This design comes from an exercise in tuning for small area, a short achievable clock period and few clock cycles per item on the open sky130 flow, not from production work. Only simulation tests tie the RTL to the original design; equivalence was not proved. No activity file was given, so power comes from the tool's default toggle rates.

### config.mk
export PLATFORM = sky130hd
export DESIGN_NAME = div_top
export DESIGN_NICKNAME = div_top
export VERILOG_FILES = /design/flow/design.v
export SDC_FILE = /design/flow/constraint.sdc
export NUM_CORES = 4
export LEC_CHECK = 0
export CAP_MARGIN = 20
export CORE_MARGIN = 2
export CORE_UTILIZATION = 40
export SLEW_MARGIN = 20
### constraint.sdc
create_clock -name core_clock -period 5.5 [get_ports {CLK}]
set_input_delay 1.1000 -clock core_clock [delete_from_list [all_inputs] [get_ports {CLK}]]
set_output_delay 1.1000 -clock core_clock [all_outputs]
set_load 0.01 [all_outputs]
### design.v
`default_nettype none
package div_pkg;
  localparam int DATA_W  = 32;
  localparam int STAGES  = DATA_W / 2;    
  localparam int LATENCY = STAGES + 2;    
  localparam logic [DATA_W-1:0] INT_MIN = {1'b1, {(DATA_W-1){1'b0}}};
  localparam logic [1:0] OP_DIV  = 2'd0;
  localparam logic [1:0] OP_DIVU = 2'd1;
  localparam logic [1:0] OP_REM  = 2'd2;
  localparam logic [1:0] OP_REMU = 2'd3;
  localparam int OP_REM_BIT   = 1;
  localparam int OP_UNSGN_BIT = 0;
  localparam int CTL_W = 6;
  localparam int REM_W = DATA_W + 2;
  localparam int STG_W = REM_W + DATA_W + DATA_W + REM_W;
endpackage
`default_nettype wire
`timescale 1ns/1ps
`default_nettype none
module div_radix4_stage (
  input  wire                           CLK,
  input  wire                           stall,
  input  wire  [div_pkg::REM_W-1:0]     in_rem,
  input  wire  [div_pkg::DATA_W-1:0]    in_quo,
  input  wire  [div_pkg::DATA_W-1:0]    in_dvs,
  input  wire  [div_pkg::REM_W-1:0]     in_dvs3,
  output logic [div_pkg::REM_W-1:0]     out_rem,
  output logic [div_pkg::DATA_W-1:0]    out_quo,
  output logic [div_pkg::DATA_W-1:0]    out_dvs,
  output logic [div_pkg::REM_W-1:0]     out_dvs3
);
  logic [div_pkg::DATA_W+2:0] sh;
  logic [div_pkg::DATA_W+2:0] d1;
  logic [div_pkg::DATA_W+2:0] d2;
  logic [div_pkg::DATA_W+2:0] d3;
  logic [1:0]                 digit;
  logic [div_pkg::REM_W-1:0]  nxt_rem;
  logic [div_pkg::DATA_W-1:0] nxt_quo;
  assign sh = {1'b0, in_rem[div_pkg::DATA_W-1:0], in_quo[div_pkg::DATA_W-1 -: 2]};
  assign d1 = sh - {3'b000, in_dvs};
  assign d2 = sh - {2'b00, in_dvs, 1'b0};
  assign d3 = sh - {1'b0, in_dvs3};
  always_comb begin
    if (!d3[div_pkg::DATA_W+2]) begin
      nxt_rem = d3[div_pkg::DATA_W+1:0];
      digit   = 2'd3;
    end else if (!d2[div_pkg::DATA_W+2]) begin
      nxt_rem = d2[div_pkg::DATA_W+1:0];
      digit   = 2'd2;
    end else if (!d1[div_pkg::DATA_W+2]) begin
      nxt_rem = d1[div_pkg::DATA_W+1:0];
      digit   = 2'd1;
    end else begin
      nxt_rem = sh[div_pkg::DATA_W+1:0];
      digit   = 2'd0;
    end
    nxt_quo = {in_quo[div_pkg::DATA_W-3:0], digit};
  end
  always_ff @(posedge CLK) begin
    if (!stall) begin
      out_rem  <= nxt_rem;
      out_quo  <= nxt_quo;
      out_dvs  <= in_dvs;
      out_dvs3 <= in_dvs3;
    end
  end
endmodule
`default_nettype wire
`timescale 1ns/1ps
`default_nettype none
module div_stage_array (
  input  wire                         CLK,
  input  wire                         RST_N,
  input  wire                         stall,
  input  wire  [div_pkg::STG_W-1:0]   data_in,
  input  wire  [div_pkg::CTL_W-1:0]   ctl_in,
  input  wire                         valid_in,
  output logic [div_pkg::STG_W-1:0]   data_out,
  output logic [div_pkg::CTL_W-1:0]   ctl_out,
  output logic                        valid_out
);
  localparam int RW = div_pkg::REM_W;
  localparam int DW = div_pkg::DATA_W;
  logic [div_pkg::STAGES:0][div_pkg::STG_W-1:0]   stage_d;
  logic [div_pkg::STAGES-1:0][div_pkg::CTL_W-1:0] ctl_q;
  logic [div_pkg::STAGES-1:0]                     valid_q;
  assign stage_d[0] = data_in;
  for (genvar g = 0; g < div_pkg::STAGES; g++) begin : g_stage
    div_radix4_stage u_stage (
      .CLK      (CLK),
      .stall    (stall),
      .in_rem   (stage_d[g][RW+DW+DW +: RW]),
      .in_quo   (stage_d[g][RW+DW +: DW]),
      .in_dvs   (stage_d[g][RW +: DW]),
      .in_dvs3  (stage_d[g][0 +: RW]),
      .out_rem  (stage_d[g+1][RW+DW+DW +: RW]),
      .out_quo  (stage_d[g+1][RW+DW +: DW]),
      .out_dvs  (stage_d[g+1][RW +: DW]),
      .out_dvs3 (stage_d[g+1][0 +: RW])
    );
  end
  assign data_out = stage_d[div_pkg::STAGES];
  always_ff @(posedge CLK) begin
    if (!stall) begin
      ctl_q <= {ctl_q[div_pkg::STAGES-2:0], ctl_in};
    end
  end
  always_ff @(posedge CLK) begin
    if (!RST_N) begin
      valid_q <= '0;
    end else if (!stall) begin
      valid_q <= {valid_q[div_pkg::STAGES-2:0], valid_in};
    end
  end
  assign ctl_out   = ctl_q[div_pkg::STAGES-1];
  assign valid_out = valid_q[div_pkg::STAGES-1];
endmodule
`default_nettype wire
`timescale 1ns/1ps
`default_nettype none
module div_operand_prep (
  input  wire                         CLK,
  input  wire                         RST_N,
  input  wire  [div_pkg::DATA_W-1:0]  req_a,
  input  wire  [div_pkg::DATA_W-1:0]  req_b,
  input  wire  [1:0]                  req_op,
  input  wire                         req_valid,
  input  wire                         stall,
  input  wire                         req_ready,
  output logic [div_pkg::STG_W-1:0]   data,
  output logic [div_pkg::CTL_W-1:0]   ctl,
  output logic                        valid
);
  logic                       accept;
  logic                       sgn;
  logic                       a_neg;
  logic                       b_neg;
  logic [div_pkg::DATA_W-1:0] a_mag;
  logic [div_pkg::DATA_W-1:0] b_mag;
  assign accept = req_valid & req_ready;
  assign sgn   = ~req_op[div_pkg::OP_UNSGN_BIT];
  assign a_neg = sgn & req_a[div_pkg::DATA_W-1];
  assign b_neg = sgn & req_b[div_pkg::DATA_W-1];
  assign a_mag = a_neg ? -req_a : req_a;   
  assign b_mag = b_neg ? -req_b : req_b;
  always_ff @(posedge CLK) begin
    if (!RST_N) begin
      valid <= 1'b0;
    end else if (!stall) begin
      valid <= accept;
    end
  end
  always_ff @(posedge CLK) begin
    if (accept) begin
      data <= {{div_pkg::REM_W{1'b0}},
               a_mag,
               b_mag,
               {2'b00, b_mag} + {1'b0, b_mag, 1'b0}};
      ctl  <= {req_op,
               a_neg,
               a_neg ^ b_neg,
               (req_b == '0),
               sgn && (req_a == div_pkg::INT_MIN) && (req_b == '1)};
    end
  end
endmodule
`default_nettype wire
`timescale 1ns/1ps
`default_nettype none
module div_result_fix (
  input  wire                         CLK,
  input  wire                         RST_N,
  input  wire  [div_pkg::STG_W-1:0]   data,
  input  wire  [div_pkg::CTL_W-1:0]   ctl,
  input  wire                         valid,
  input  wire                         res_ready,
  output logic [div_pkg::DATA_W-1:0]  res,
  output logic                        res_valid,
  output logic                        stall
);
  localparam int RW = div_pkg::REM_W;
  localparam int DW = div_pkg::DATA_W;
  logic [div_pkg::DATA_W-1:0] q_mag;
  logic [div_pkg::DATA_W-1:0] r_mag;
  logic [div_pkg::DATA_W-1:0] res_d;
  logic                       op_rem;
  logic                       a_neg;
  logic                       q_neg;
  logic                       div_zero;
  logic                       overflow;
  assign q_mag = data[RW+DW +: DW];
  assign r_mag = data[RW+DW+DW +: DW];
  assign op_rem   = ctl[4 + div_pkg::OP_REM_BIT];
  assign a_neg    = ctl[3];
  assign q_neg    = ctl[2];
  assign div_zero = ctl[1];
  assign overflow = ctl[0];
  always_comb begin
    if (overflow) begin
      res_d = op_rem ? '0 : div_pkg::INT_MIN;
    end else if (div_zero && !op_rem) begin
      res_d = '1;
    end else if (op_rem) begin
      res_d = a_neg ? -r_mag : r_mag;
    end else begin
      res_d = q_neg ? -q_mag : q_mag;
    end
  end
  assign stall = ~RST_N | (res_valid & ~res_ready);   
  always_ff @(posedge CLK) begin
    if (!RST_N) begin
      res_valid <= 1'b0;
    end else if (!stall) begin
      res_valid <= valid;
    end
  end
  always_ff @(posedge CLK) begin
    if (!stall) begin
      res <= res_d;
    end
  end
endmodule
`default_nettype wire
`timescale 1ns/1ps
`default_nettype none
module div_top (
  input  wire                         CLK,
  input  wire                         RST_N,
  input  wire  [div_pkg::DATA_W-1:0]  req_a,
  input  wire  [div_pkg::DATA_W-1:0]  req_b,
  input  wire  [1:0]                  req_op,
  input  wire                         req_valid,
  output logic                        req_ready,
  output logic [div_pkg::DATA_W-1:0]  res,
  output logic                        res_valid,
  input  wire                         res_ready
);
  logic [div_pkg::STG_W-1:0] prep_data;
  logic [div_pkg::CTL_W-1:0] prep_ctl;
  logic                      prep_valid;
  logic [div_pkg::STG_W-1:0] arr_data;
  logic [div_pkg::CTL_W-1:0] arr_ctl;
  logic                      arr_valid;
  logic                      stall;
  assign req_ready = ~stall;   
  div_operand_prep u_prep (
    .CLK       (CLK),
    .RST_N     (RST_N),
    .req_a     (req_a),
    .req_b     (req_b),
    .req_op    (req_op),
    .req_valid (req_valid),
    .stall     (stall),
    .req_ready (req_ready),
    .data      (prep_data),
    .ctl       (prep_ctl),
    .valid     (prep_valid)
  );
  div_stage_array u_array (
    .CLK       (CLK),
    .RST_N     (RST_N),
    .stall     (stall),
    .data_in   (prep_data),
    .ctl_in    (prep_ctl),
    .valid_in  (prep_valid),
    .data_out  (arr_data),
    .ctl_out   (arr_ctl),
    .valid_out (arr_valid)
  );
  div_result_fix u_fix (
    .CLK       (CLK),
    .RST_N     (RST_N),
    .data      (arr_data),
    .ctl       (arr_ctl),
    .valid     (arr_valid),
    .res_ready (res_ready),
    .res       (res),
    .res_valid (res_valid),
    .stall     (stall)
  );
endmodule
`default_nettype wire
### run.sh
#!/bin/bash
# synth_recipe.tcl (not shown) runs the flow's synth.tcl, then flattens the netlist and writes it again
# the make line also repeats each setting of config.mk as NAME=value (left out here)
make -C /OpenROAD-flow-scripts/flow DESIGN_CONFIG=/design/flow/config.mk WORK_HOME=/design/flow/orfs CLKGATE_MAP_FILE= SYNTH_SCRIPT=/design/flow/synth_recipe.tcl finish
==> results.yml <==
status:
  status: "timing/DRC/antenna clean"
sta:
  setup_viol_count_final: 0
  relSlewSlack_pct: 32.8
  hold_slack_ps: 389
  worstMarginPinSlew_ps: 983
  fin_crit_ps: 5070
  fmax_ghz: 0.197
  slew_violations: 0
  fin_skew_ps: 52.8
  hold_viol: 0
  tns_ps: 0
  setup_ws_ps: 427
  timing.final.crit_share_pct: 92.2
  grt_setup_unrepaired: "false"
cells_and_area:
  fin_nets: 17400
  drive_gt1_share_pct: 5.78
  postLayoutCellArea_mm2: 0.174
  area_delta_synth_final_pct: 11.8
worst_setup_path:
  critPathMaxFanout: 60
  crit_family: "compound AO/OA/AOI/OAI gates"
  cp-end-kind: "register"
  path_cells: "inv_1, ha_1, fa_1, and2b_1, o31ai_1, a211oi_2, o2111ai_1, o211ai_1, a2111oi_1, o31a_1, or4_1, a311oi_4, buf_12, a211oi_1, a31o_2"
  required_ps: 6160
  cp.arrival_ps: 5730
  critical_path_class: "reg -> reg"
  start_kind: "register"
  path_buf_inv: 2
  max_stage_delay_ps: 580
  slowest_stage: "or4_1"
global_route:
  antenna_found_initial: 5
  grt_max_degree: 166
  grt_use_total_pct: 21.2
  grt_first_pass_wirelength_um: 655000
  gr-total-overflow: 0
  grt_pass1_vias: 117000
die:
  die_w_um: 627
  rows: 228
  die_area_mm2: 0.393
  die_h_um: 627
  io_pins: 104
  core-area_mm2: 0.386
  start_util_pct: 40.2
yosys:
  synth_top_family_by_area: "compound AO/OA/AOI/OAI gates"
  muxShareOfSynthArea_pct: 1.56
  yosysTopAreaCellShare_pct: 42.8
  synth-seq-cells: 2231
  yosys.cell_types.count: 94
  synth-edff-count: 2213
  yosys_warnings: 4
  synth_compound_area_share_pct: 20.6
  avgSynthCellArea_um2: 10.0
  synth_fa_ha_area_share_pct: 12.7
  synthXorXnorAreaFrac_pct: 7.39
  synth_cells: 15500
  synth_ff_type: "edfxtp_1"
  synth_nets: 17100
  synthSimpleGateAreaFrac_pct: 10.7
  async_flop_share_pct: 0
  syn_area_mm2: 0.155
  synth_area_leader_cell: "edfxtp_1"
  ys_seq_area_share_pct: 43.1
  yosys-top-cells-area: "edfxtp_1, ha_1, a21oi_1"
placed_design:
  placed_cell_area_mm2: 0.165
  dp_hpwl_um: 342000
  dp_slack_ps: -346
  gp_congestion: 0.904
  io_buffer_count: 103
drt:
  wl_per_cell_um: 20.0
  drc_errors: 0
  dr.pass1.iters: 7
  drt_iter0_markers: 7150
  antenna_left: 0
  routed_wl_um: 424000
  vias: 117000
  drt-vias-per-instance: 5.49
cts:
  numCtsBuffers: 266
  path_clk_slew_ps: 60
  cts-root-buf: "clkbuf_16"
  clock_path_buffers: 4
  cts_tree: "yes"
  postCtsHoldBufs: 0
  clkSinkCount: 2231
  ctsHtreeMaxLevel: 5
  post_cts_buffers: 0
  clk_latency_ps: 930
  cts_resized: 0
power_and_ir_drop:
  p_per_area_mw_per_mm2: 586
  intPower_uw: 58100
  p_seq_share_pct: 26.4
  p_leak_uw: 0.0722
  ir_drop_v: 0.000365
  combPwrFrac_pct: 56.3
  clock_power_share_pct: 17.3
  switching_power_uw: 43600
  sw_frac_of_total_pct: 42.9
min_path:
  hold_class: "reg -> reg"
flow_run:
  maxCapViolations: 0
-- placed cells by master (no fill, tap or decap), types with 130 or more instances in the layout --
cell type	netlist	layout
inv_1	1288	1287
nor3_1	195	194
clkbuf_16	0	269
xnor2_1	784	784
mux2i_1	173	173
o21bai_1	130	130
nor2b_1	180	180
o211ai_1	200	200
nand3_1	255	254
a21oi_1	1454	1454
nor2_1	1015	1011
ha_1	1496	1496
nand2b_1	294	294
nand2_1	966	966
o21ai_0	1024	1022
xor2_1	525	525
o21a_1	272	271
edfxtp_1	2213	2213
a211oi_1	304	302
buf_4	2	276
a31oi_1	147	142
a21o_1	667	667
-- state kept, by name (all words and copies together) (netlist names), 16 cells and up --
signal and flops:
u_fix.res 32, u_array.valid_q 16, u_array.ctl_q 80, u_array.g_stage.u_stage.out_dvs 478, u_prep.data 97, u_array.g_stage.u_stage.out_dvs3 497
u_array.g_stage.u_stage.out_rem 512, u_array.g_stage.u_stage.out_quo 512
-- synth_stat cells (32+ instances only) --
| library cell | count |
|---|---|
| edfxtp_1 | 2213 |
| ha_1 | 1496 |
| a21oi_1 | 1454 |
| inv_1 | 1288 |
| o21ai_0 | 1024 |
| nor2_1 | 1015 |
| nand2_1 | 966 |
| xnor2_1 | 784 |
| a21o_1 | 667 |
| xor2_1 | 525 |
| a211oi_1 | 304 |
| nand2b_1 | 294 |
| clkbuf_1 | 286 |
| o21a_1 | 272 |
| nand3_1 | 255 |
| o211ai_1 | 200 |
| nor3_1 | 195 |
| nor2b_1 | 180 |
| mux2i_1 | 173 |
| a31oi_1 | 147 |
| o21bai_1 | 130 |
| or3_1 | 108 |
| and3_1 | 99 |
| nand4_1 | 93 |
| o31ai_1 | 87 |
| o22ai_1 | 80 |
| mux2_2 | 61 |
| o31a_1 | 57 |
| a221oi_1 | 56 |
| nor4_1 | 53 |
| and2_1 | 51 |
| or2_2 | 49 |
| fa_1 | 48 |
| a31o_2 | 38 |
| nor3b_1 | 37 |
| o21ai_1 | 36 |
| a21boi_0 | 34 |
| and4_1 | 32 |
| buf_2 | 32 |
| or4_1 | 32 |
-- stage by stage --
| step | std cells | utilization (%) | total power (µW) |
|---|---|---|---|
| floorplan | 15500 | - | 68700 |
| CTS | 21200 | 44.9 | 102000 |
| global route | 21200 | 45.0 | 110000 |
| detailed placement | 20700 | 42.7 | 84000 |
| finish | 21200 | 45.0 | 102000 |
| global placement | 20700 | 42.7 | 83500 |
-- worst paths after layout --
kind / startpoint / endpoint / slack [ps] / cells past startpoint
setup / recovery: u_array.g_stage[0].u_stage.out_quo[30] / u_array.g_stage[1].u_stage.out_rem[8] / 430 / 15
hold / removal: u_array.g_stage[3].u_stage.out_quo[19] / u_array.g_stage[4].u_stage.out_quo[21] / 390 / 0
setup reg to reg: u_array.g_stage[0].u_stage.out_quo[30] / u_array.g_stage[1].u_stage.out_rem[8] / 430 / 15
hold reg to reg: u_array.g_stage[3].u_stage.out_quo[19] / u_array.g_stage[4].u_stage.out_quo[21] / 390 / 0
-- power by group through the flow --
stage	logic (µW)	clock network, µW	registers, µW
after detailed placement	56800	0	27200
after global routing	63700	18700	27200
after global placement	56300	0	27300
final	57200	17600	26900
after CTS	57100	18100	26900
after floorplan	43100	0	25600
-- area by class of cell --
type	instances	area [µm²]
fill	36500	212000
sequential	2231	66800
antenna	21	52.6
clock inverter	154	1740
tap	5175	6470
multi-input combinational	11600	82600
timing repair buffer	428	4080
clock buffer	324	6950
inverter	1289	4840
-- layer usage --
| metal | track usage, % | part of all wire, % | up-vias |
|---|---|---|---|
| li1 | - | - | 58200 |
| met1 | 22.8 | 39 | 55400 |
| met2 | 41.0 | 53 | 2038 |
| met3 | 1.80 | 2.6 | 878 |
| met4 | 10.7 | 5.5 | 0 |
| met5 | 0 | 0 | - |
-- cell families (layout without fill, tap and decap cells) --
group	count (synthesis)	in the layout
buffers and inverters	1628	2195
AO/OA/AOI/OAI	5016	5016
flip-flops	2231	2231
adder cells (fa/ha/maj)	1545	1545
XOR/XNOR	1309	1309
AND/OR/NAND/NOR	3498	3498
multiplexers	234	234
other	0	21
Testbench counts, summed over its fixed seeds: cycles 16,144, items 16,000.

afterwards: timing with drivers on the ports:
Ports are ideal in the flow. The routed layout listed here was re-timed in OpenROAD.
Step 1 (the two cells are an assumption about what drives the block):
set clk [get_ports {CLK}]
set_driving_cell -lib_cell sky130_fd_sc_hd__clkbuf_16 $clk
set_driving_cell -lib_cell sky130_fd_sc_hd__buf_2 [delete_from_list [all_inputs] $clk]
Step 2 moves the port delays by t, midway between the first and last clock arrival at a register: inputs arrive t later, outputs are due t later. That takes back most of the time a late clock gives input paths.
Slacks: ideal / step 1 / step 2; pairs: ideal / step 1.
t, ns: 1.002
slack for setup (ns): 0.427 / 0.427 / -0.331
hold slack, ns: 0.389 / 0.389 / 0.389
slew at the worst register clock pin (ns): 0.07 / 0.07
pins driven straight from the clock port: 1
With both steps, setup timing fails in this run, where it was met with ideal ports. The setup slack of this run moves by 0.000 ns with the drivers and by -0.758 ns with both steps.
